Source: an optimization exercise on an open RTL-to-GDS flow (aim: small area, a short achievable clock period and few clock cycles). Production flows keep margins and buffers that such runs may drop. The RTL was checked by simulation tests, not by an equivalence proof against the original design. Power is estimated from default activity; no workload was simulated.

## obj_line_scan
module obj_line_scan #(
    parameter int OBJ_MAX  = obj_pkg::OBJ_MAX_DEF,
    parameter int LINE_MAX = obj_pkg::LINE_MAX_DEF,
    parameter int OBJ_H    = obj_pkg::OBJ_H_DEF
) (
    input  logic        CLK20,
    input  logic        RESET,
    input  logic        DMCS,
    input  logic [28:0] DO,
    input  logic [7:0]  V,
    input  logic        HBDn,
    input  logic        VB,
    input  logic        LST_RD,
    output logic [32:0] LST_DATA,
    output logic        LST_EMPTY,
    output logic [3:0]  LST_CNT,
    output logic        LST_RDY,
    output logic        OVF
);
    localparam int CW = $clog2(OBJ_MAX + 1);
    localparam int W  = obj_pkg::OBJ_W;
    localparam int YL = obj_pkg::Y_LSB;
    localparam int NC = LINE_MAX + 1;           
    localparam int GS = 8;                      
    localparam int NG = OBJ_MAX / GS;
    localparam int CS = 16;                     
    localparam int NCG = OBJ_MAX / CS;
    logic [OBJ_MAX-1:0][W-1:0] obj_table;
    logic [CW-1:0] obj_cnt;
    logic          vb_q, hbdn_q;
    logic          vb_rise, hb_fall, wr_en, start;
    logic [W-1:0]  do_ym;                       
    always_comb begin
        do_ym = DO;
        do_ym[YL +: 8] = DO[YL +: 8] - 8'd1;
    end
    assign vb_rise = VB & ~vb_q;
    assign hb_fall = hbdn_q & ~HBDn;
    assign start   = hb_fall & ~VB;
    assign wr_en   = DMCS & (vb_rise | (obj_cnt != CW'(OBJ_MAX)));
    always_ff @(posedge CLK20) begin
        if (wr_en) obj_table <= {obj_table[OBJ_MAX-2:0], do_ym};
    end
    always_ff @(posedge CLK20) begin
        if (RESET) begin
            vb_q    <= 1'b0;
            hbdn_q  <= 1'b1;
            obj_cnt <= '0;
        end else begin
            vb_q   <= VB;
            hbdn_q <= HBDn;
            if (vb_rise)    obj_cnt <= wr_en ? CW'(1) : '0;
            else if (wr_en) obj_cnt <= obj_cnt + CW'(1);
        end
    end
    logic [OBJ_MAX-1:0] valid;
    always_comb begin
        for (int i = 0; i < OBJ_MAX; i++) begin
            logic gt, eq;
            gt = 1'b0;
            eq = 1'b1;
  ...
For scale: about 6,800 cells after synthesis, about 83 I/O pins.
Settings: LEC_CHECK=0, CAP_MARGIN=20, CORE_MARGIN=2, CORE_UTILIZATION=60, CTS_CLUSTER_DIAMETER=100, CTS_CLUSTER_SIZE=23, SETUP_SLACK_MARGIN=5, SLEW_MARGIN=20; clock period 8.0 ns.
run.sh (not shown) runs the stock make flow with config.mk's settings and CLKGATE_MAP_FILE= SYNTH_SCRIPT=/design/flow/synth_recipe.tcl, a recipe that flattens the netlist after the stock synthesis.
Testbench counts at the start, summed over its fixed seeds: cycles 5,256.
Then changed:
--- a/flow/config.mk
+++ b/flow/config.mk
@@ -10 +10 @@
-export CORE_UTILIZATION = 60
+export CORE_UTILIZATION = 55
@@ -12 +12 @@
-export CTS_CLUSTER_SIZE = 23
+export CTS_CLUSTER_SIZE = 20
Effect: Worst setup slack is better by 0.024 ns. Fmax rises by 0.76%. Count of clock-buffer cells in the layout rises by 19. Synthesized cell count does not change. Final cell count rises by 3.0%. Design area rises by 1.0%. Die area rises by 9.0%. Global-route usage falls by 2.7 points. First-iteration DRC count falls by 3.2%.
Then changed:
--- a/flow/config.mk
+++ b/flow/config.mk
@@ -10 +10 @@
-export CORE_UTILIZATION = 55
+export CORE_UTILIZATION = 60
Effect:
- routed wire length fell by 2.8%
- cell area went down by 0.96%
- hold slack barely changes

Setup of run 1:
The RTL this note starts from:
==> flow/design.v <==
package obj_pkg;
    localparam int OBJ_MAX_DEF  = 64;
    localparam int LINE_MAX_DEF = 8;
    localparam int OBJ_H_DEF    = 16;
    localparam int OBJ_W     = 29;
    localparam int X_LSB     = 0;
    localparam int Y_LSB     = 8;
    localparam int CODE_LSB  = 16;
    localparam int COL_LSB   = 24;
    localparam int FLIPH_BIT = 27;
    localparam int FLIPV_BIT = 28;
    typedef struct packed {
        logic [3:0]       row;
        logic [OBJ_W-1:0] word;
    } lst_entry_t;
    typedef enum logic {
        S_IDLE,
        S_SCAN
    } scan_state_t;
endpackage
module obj_line_fifo #(
    parameter int DEPTH = 8,
    parameter int WIDTH = 29,
    parameter int YL    = 8,        
    parameter int FV    = 28        
) (
    input  logic             clk,
    input  logic             rst,
    input  logic             clr,       
    input  logic             load,      
    input  logic             any,       
    input  logic             pop,       
    input  logic             last,      
    input  logic [3:0]       tlo,       
    input  logic [DEPTH-1:0] wr_oh,     
    input  logic [WIDTH-1:0] wdata,     
    output logic [WIDTH+3:0] head       
);
    logic [WIDTH-1:0] mem [1:DEPTH-1];
    logic [DEPTH-1:0] nxt_oh;           
    logic [WIDTH-1:0] nxt_mem, w_next;
    logic [3:0]       r_next;
    logic             take_w, zero, upd;
    always_ff @(posedge clk) begin
        for (int k = 1; k < DEPTH; k++)
            if (wr_oh[k]) mem[k] <= wdata;
    end
    always_comb begin
        nxt_mem = '0;
        for (int k = 1; k < DEPTH; k++)
            nxt_mem = nxt_mem | (mem[k] & {WIDTH{nxt_oh[k]}});
    end
    always_ff @(posedge clk) begin
        if (rst || clr) nxt_oh <= DEPTH'(2);
        else if (pop)   nxt_oh <= nxt_oh << 1;
    end
    assign take_w = load ? any : (pop & ~last & |(nxt_oh & wr_oh));
    assign zero   = rst | (load & ~any) | (pop & last);
    assign upd    = rst | load | pop;
    assign w_next = take_w ? wdata : nxt_mem;
    always_comb begin
        logic brw;
        brw = 1'b0;
        for (int b = 0; b < 4; b++) begin
            r_next[b] = tlo[b] ^ w_next[YL + b] ^ brw ^ w_next[FV];
            brw = (~tlo[b] & w_next[YL + b]) | (~(tlo[b] ^ w_next[YL + b]) & brw);
        end
    end
    always_ff @(posedge clk) begin
        if (upd) head <= zero ? '0 : {r_next, w_next};
    end
endmodule
module obj_line_scan #(
    parameter int OBJ_MAX  = obj_pkg::OBJ_MAX_DEF,
    parameter int LINE_MAX = obj_pkg::LINE_MAX_DEF,
    parameter int OBJ_H    = obj_pkg::OBJ_H_DEF
) (
    input  logic        CLK20,
    input  logic        RESET,
    input  logic        DMCS,
    input  logic [28:0] DO,
    input  logic [7:0]  V,
    input  logic        HBDn,
    input  logic        VB,
    input  logic        LST_RD,
    output logic [32:0] LST_DATA,
    output logic        LST_EMPTY,
    output logic [3:0]  LST_CNT,
    output logic        LST_RDY,
    output logic        OVF
);
    localparam int CW = $clog2(OBJ_MAX + 1);
    localparam int W  = obj_pkg::OBJ_W;
    localparam int YL = obj_pkg::Y_LSB;
    localparam int NC = LINE_MAX + 1;           
    localparam int GS = 8;                      
    localparam int NG = OBJ_MAX / GS;
    localparam int CS = 16;                     
    localparam int NCG = OBJ_MAX / CS;
    logic [OBJ_MAX-1:0][W-1:0] obj_table;
    logic [CW-1:0] obj_cnt;
    logic          vb_q, hbdn_q;
    logic          vb_rise, hb_fall, wr_en, start;
    logic [W-1:0]  do_ym;                       
    always_comb begin
        do_ym = DO;
        do_ym[YL +: 8] = DO[YL +: 8] - 8'd1;
    end
    assign vb_rise = VB & ~vb_q;
    assign hb_fall = hbdn_q & ~HBDn;
    assign start   = hb_fall & ~VB;
    assign wr_en   = DMCS & (vb_rise | (obj_cnt != CW'(OBJ_MAX)));
    always_ff @(posedge CLK20) begin
        if (wr_en) obj_table <= {obj_table[OBJ_MAX-2:0], do_ym};
    end
    always_ff @(posedge CLK20) begin
        if (RESET) begin
            vb_q    <= 1'b0;
            hbdn_q  <= 1'b1;
            obj_cnt <= '0;
        end else begin
            vb_q   <= VB;
            hbdn_q <= HBDn;
            if (vb_rise)    obj_cnt <= wr_en ? CW'(1) : '0;
            else if (wr_en) obj_cnt <= obj_cnt + CW'(1);
        end
    end
    logic [OBJ_MAX-1:0] valid;
    always_comb begin
        for (int i = 0; i < OBJ_MAX; i++) begin
            logic gt, eq;
            gt = 1'b0;
            eq = 1'b1;
            for (int b = CW - 1; b >= 0; b--) begin
                gt = gt | (eq & obj_cnt[b] & ~((i >> b) & 1));
                eq = eq & ~(obj_cnt[b] ^ ((i >> b) & 1));
            end
            valid[i] = gt;
        end
    end
    logic [3:0]         tq;              
    logic [3:0]         vh_m;            
    logic [OBJ_MAX-1:0] hit_now;
    assign vh_m[0] = ~V[4];
    for (genvar b = 1; b < 4; b++) begin : g_dec
        assign vh_m[b] = V[4 + b] ^ ~(|V[4 +: b]);
    end
    always_comb begin
        for (int i = 0; i < OBJ_MAX; i++) begin
            logic [7:0] y;
            logic       brw;
            y   = obj_table[i][YL +: 8];
            brw = 1'b0;
            for (int b = 0; b < 4; b++)
                brw = (~V[b] & y[b]) | (~(V[b] ^ y[b]) & brw);
            hit_now[i] = (brw ? (y[7:4] == vh_m) : (y[7:4] == V[7:4])) & valid[i];
        end
    end
    logic [OBJ_MAX-1:0]  hmask;      
    logic [OBJ_MAX-1:0]  lsel;       
    logic [NG-1:0]       gany, gsel;
    logic [OBJ_MAX-1:0]  first;      
    logic [W-1:0]        gword [NG];
    logic [W-1:0]        word_sel, word_q;
    logic [LINE_MAX-1:0] a_oh;       
    logic [LINE_MAX-1:0] b_oh;       
    logic                pend1, pend2;
    always_comb begin
        for (int g = 0; g < NG; g++) begin
            logic seen;
            seen = 1'b0;
            for (int j = GS - 1; j >= 0; j--) begin
                lsel[g*GS + j] = hmask[g*GS + j] & ~seen;
                seen = seen | hmask[g*GS + j];
            end
            gany[g] = seen;
        end
        begin
            logic gseen;
            gseen = 1'b0;
            for (int g = NG - 1; g >= 0; g--) begin
                gsel[g] = gany[g] & ~gseen;
                gseen   = gseen | gany[g];
            end
        end
        for (int i = 0; i < OBJ_MAX; i++) first[i] = lsel[i] & gsel[i / GS];
    end
    always_comb begin
        for (int g = 0; g < NG; g++) begin
            gword[g] = '0;
            for (int j = 0; j < GS; j++)
                gword[g] = gword[g] | (obj_table[g*GS + j] & {W{lsel[g*GS + j]}});
        end
        word_sel = '0;
        for (int g = 0; g < NG; g++) word_sel = word_sel | (gword[g] & {W{gsel[g]}});
    end
    always_ff @(posedge CLK20) begin
        if (RESET) begin
            hmask <= '0;
            a_oh  <= '0;
            b_oh  <= '0;
            pend1 <= 1'b0;
            pend2 <= 1'b0;
            tq    <= '0;
        end else begin
            if (start) begin
                hmask <= hit_now;
                tq    <= V[3:0] + 4'd1;
            end else if (wr_en) begin
                hmask <= {hmask[OBJ_MAX-2:0] & ~first[OBJ_MAX-2:0], 1'b0};
            end else begin
                hmask <= hmask & ~first;
            end
            a_oh  <= start ? LINE_MAX'(1) : a_oh << 1;
            b_oh  <= start ? '0 : a_oh;
            pend1 <= start;
            pend2 <= pend1 & ~start;
        end
    end
    always_ff @(posedge CLK20) begin
        word_q <= word_sel;
    end
    logic [W-1:0] word_out;
    always_comb begin
        word_out = word_q;
        word_out[YL +: 8] = word_q[YL +: 8] + 8'd1;
    end
    logic [NC:1] cg [NCG];
    logic [NC:1] cg_q [NCG];
    logic [NC:1] ge;
    always_comb begin
        for (int g = 0; g < NCG; g++) begin
            logic [NC:0] t [2*CS];
            for (int i = 0; i < CS; i++) t[CS + i] = {(NC - 1)'(0), hmask[g*CS + i], 1'b1};
            for (int i = CS - 1; i >= 1; i--) begin
                t[i] = (NC + 1)'(1);
                for (int k = 1; k <= NC; k++)
                    for (int a = 0; a <= k; a++)
                        t[i][k] = t[i][k] | (t[2*i][a] & t[2*i+1][k-a]);
            end
            cg[g] = t[1][NC:1];
        end
    end
    always_ff @(posedge CLK20) begin
        for (int g = 0; g < NCG; g++) cg_q[g] <= cg[g];
    end
    always_comb begin
        logic [NC:0] t [2*NCG];
        for (int g = 0; g < NCG; g++) t[NCG + g] = {cg_q[g], 1'b1};
        for (int i = NCG - 1; i >= 1; i--) begin
            t[i] = (NC + 1)'(1);
            for (int k = 1; k <= NC; k++)
                for (int a = 0; a <= k; a++)
                    t[i][k] = t[i][k] | (t[2*i][a] & t[2*i+1][k-a]);
        end
        ge = t[1][NC:1];
    end
    logic [3:0] ncnt;                
    always_comb begin
        ncnt = '0;
        for (int k = 1; k <= LINE_MAX; k++)
            if (ge[k] && !(k < LINE_MAX && ge[k+1])) ncnt = 4'(k);
    end
    logic [3:0] lcnt;
    logic       lempty, lrdy, pop;
    logic       ovf;
    assign pop = LST_RD & ~lempty;
    always_ff @(posedge CLK20) begin
        if (RESET) begin
            lrdy   <= 1'b0;
            lempty <= 1'b1;
            lcnt   <= '0;
        end else if (start) begin
            lrdy   <= 1'b0;
            lempty <= 1'b1;
        end else if (pend2) begin
            lrdy   <= 1'b1;
            lcnt   <= ncnt;
            lempty <= ~ge[1];
        end else if (pop) begin
            lcnt   <= lcnt - 4'd1;
            lempty <= (lcnt == 4'd1);
        end
    end
    always_ff @(posedge CLK20) begin
        if (RESET || start) ovf <= 1'b0;
        else if (pend2)     ovf <= ge[NC];
    end
    assign OVF = ovf;
    assign LST_EMPTY = lempty;
    assign LST_CNT   = lcnt;
    assign LST_RDY   = lrdy;
    obj_line_fifo #(
        .DEPTH (LINE_MAX),
        .WIDTH (W),
        .YL    (YL),
        .FV    (obj_pkg::FLIPV_BIT)
    ) u_fifo (
        .clk   (CLK20),
        .rst   (RESET),
        .clr   (start),
        .load  (pend2),
        .any   (ge[1]),
        .pop   (pop),
        .last  (lcnt == 4'd1),
        .wr_oh (b_oh),
        .tlo   (tq),
        .wdata (word_out),
        .head  (LST_DATA)
    );
endmodule
Settings: LEC_CHECK=0, CAP_MARGIN=20, CORE_MARGIN=2, CORE_UTILIZATION=60, CTS_CLUSTER_DIAMETER=100, CTS_CLUSTER_SIZE=20, SETUP_SLACK_MARGIN=4.8, SLEW_MARGIN=20; clock period 8.0 ns.
Testbench counts of run 1, summed over its fixed seeds: cycles 5,256.
The inputs of run 2 differ from those of run 1 as listed below.
--- a/flow/config.mk
+++ b/flow/config.mk
@@ -12,3 +12,3 @@
 export CTS_CLUSTER_SIZE = 20
-export SETUP_SLACK_MARGIN = 4.8
+export SETUP_SLACK_MARGIN = 5
 export SLEW_MARGIN = 20
Findings:
Any difference in clock network area share between run 2 and run 1 is small enough to ignore. When the final numbers for run 2 and run 1 were put side by side, the critical path depth turned out to be greater in run 1. As far as multi-input gate share of the layout cell area is concerned, run 1 and run 2 perform about the same. Relative to run 1, the post-route worst setup slack of run 2 is higher by 0.070 ns. Run 2 vs run 1, category of the most critical setup path: flip-flop to flip-flop vs primary input to flip-flop. Summary: with run 1 as the reference, inverter count in run 2 moved up slightly. Of run 2 and run 1, the run reporting the higher part of the power in combinational logic was run 2. On run 2: count of buffers not belonging to the clock network in the layout is 58 higher than what run 1 gave. Share of total power in the clock network: run 2 vs run 1, no meaningful difference.
[inputs] run 3 vs run 2
--- a/flow/config.mk
+++ b/flow/config.mk
@@ -9,6 +9,6 @@
 export CORE_MARGIN = 2
-export CORE_UTILIZATION = 60
+export CORE_UTILIZATION = 70
 export CTS_CLUSTER_DIAMETER = 100
-export CTS_CLUSTER_SIZE = 20
-export SETUP_SLACK_MARGIN = 5
+export CTS_CLUSTER_SIZE = 24
+export SETUP_SLACK_MARGIN = 4.8
 export SLEW_MARGIN = 20
Row detailed-routed wire length on met3: run 3 higher / run 2 lower
Measured against run 2, the die area of run 3 comes out at 0.859 times the reference value.
After synthesis and placement, the instance count of run 3 is below that of run 2.
The inputs of run 4 differ from those of run 3 as listed below.
--- a/flow/config.mk
+++ b/flow/config.mk
@@ -9,6 +9,6 @@
 export CORE_MARGIN = 2
-export CORE_UTILIZATION = 70
+export CORE_UTILIZATION = 55
 export CTS_CLUSTER_DIAMETER = 100
-export CTS_CLUSTER_SIZE = 24
-export SETUP_SLACK_MARGIN = 4.8
+export CTS_CLUSTER_SIZE = 20
+export SETUP_SLACK_MARGIN = 5
 export SLEW_MARGIN = 20
==> results.txt <==
- From run 3 to run 4 the numbers moved as follows: maximum frequency went up, share of the core filled with cells now sits lower.
- Going from run 3 to run 4, power consumed by the clock network grows by 16%.
- Setup slack was lower in the run labelled run 3.
- Run 4 vs run 3: register-to-register path setup slack up in run 4
- Cmp run 4 and run 3 / synthesis-to-finish area growth / higher: run 4
- The final weighted congestion of routability-driven global placement in run 4 sits 0.049 below the value recorded for run 3.
- Overall power after layout, run 4 and run 3, lower one = run 3.
- Flip-flop and latch count after synthesis: run 3 vs run 4 identical

-- port drivers added, routing unchanged --
How much do the figures lean on ideal ports? The routed layouts below were timed once more, with nothing changed but the port constraints.
Step 1 assumes that a clkbuf_16 drives the clock port and a buf_2 every other input.
Step 2 moves the port delays by t, midway between the first and last clock arrival at a register: inputs arrive t later, outputs are due t later. That takes back most of the time a late clock gives input paths.
Three values: ideal ports, drivers, drivers and shift; two values: the first two.
run | shift t [ns] | setup slack, ns | worst hold slack (ns) | worst slew at a driven data input, ns | cell pins on the clock port's net
the first run of note 1 | 0.865 | 4.837 / 4.798 / 3.934 | 0.436 / 0.436 / 0.436 | 0.16 | 1
the second run of note 1 | 0.902 | 4.861 / 4.913 / 4.023 | 0.433 / 0.433 / 0.433 | 0.17 | 1
the third run of note 1 | 0.883 | 4.921 / 4.901 / 4.019 | 0.430 / 0.430 / 0.430 | 0.16 | 1
run 1 | 0.885 | 4.745 / 4.774 / 3.912 | 0.438 / 0.438 / 0.438 | 0.14 | 1
run 2 | 0.889 | 4.815 / 4.769 / 3.880 | 0.434 / 0.434 / 0.434 | 0.37 | 1
run 3 | 0.859 | 4.692 / 4.692 / 3.860 | 0.442 / 0.442 / 0.442 | 0.17 | 1
run 4 | 0.910 | 4.861 / 4.898 / 3.988 | 0.441 / 0.441 / 0.441 | 0.21 | 1
After both steps every run listed still meets setup and hold. For run 2, which loses most, drivers alone change the setup slack by -0.046 ns; drivers and shift together by -0.935 ns.
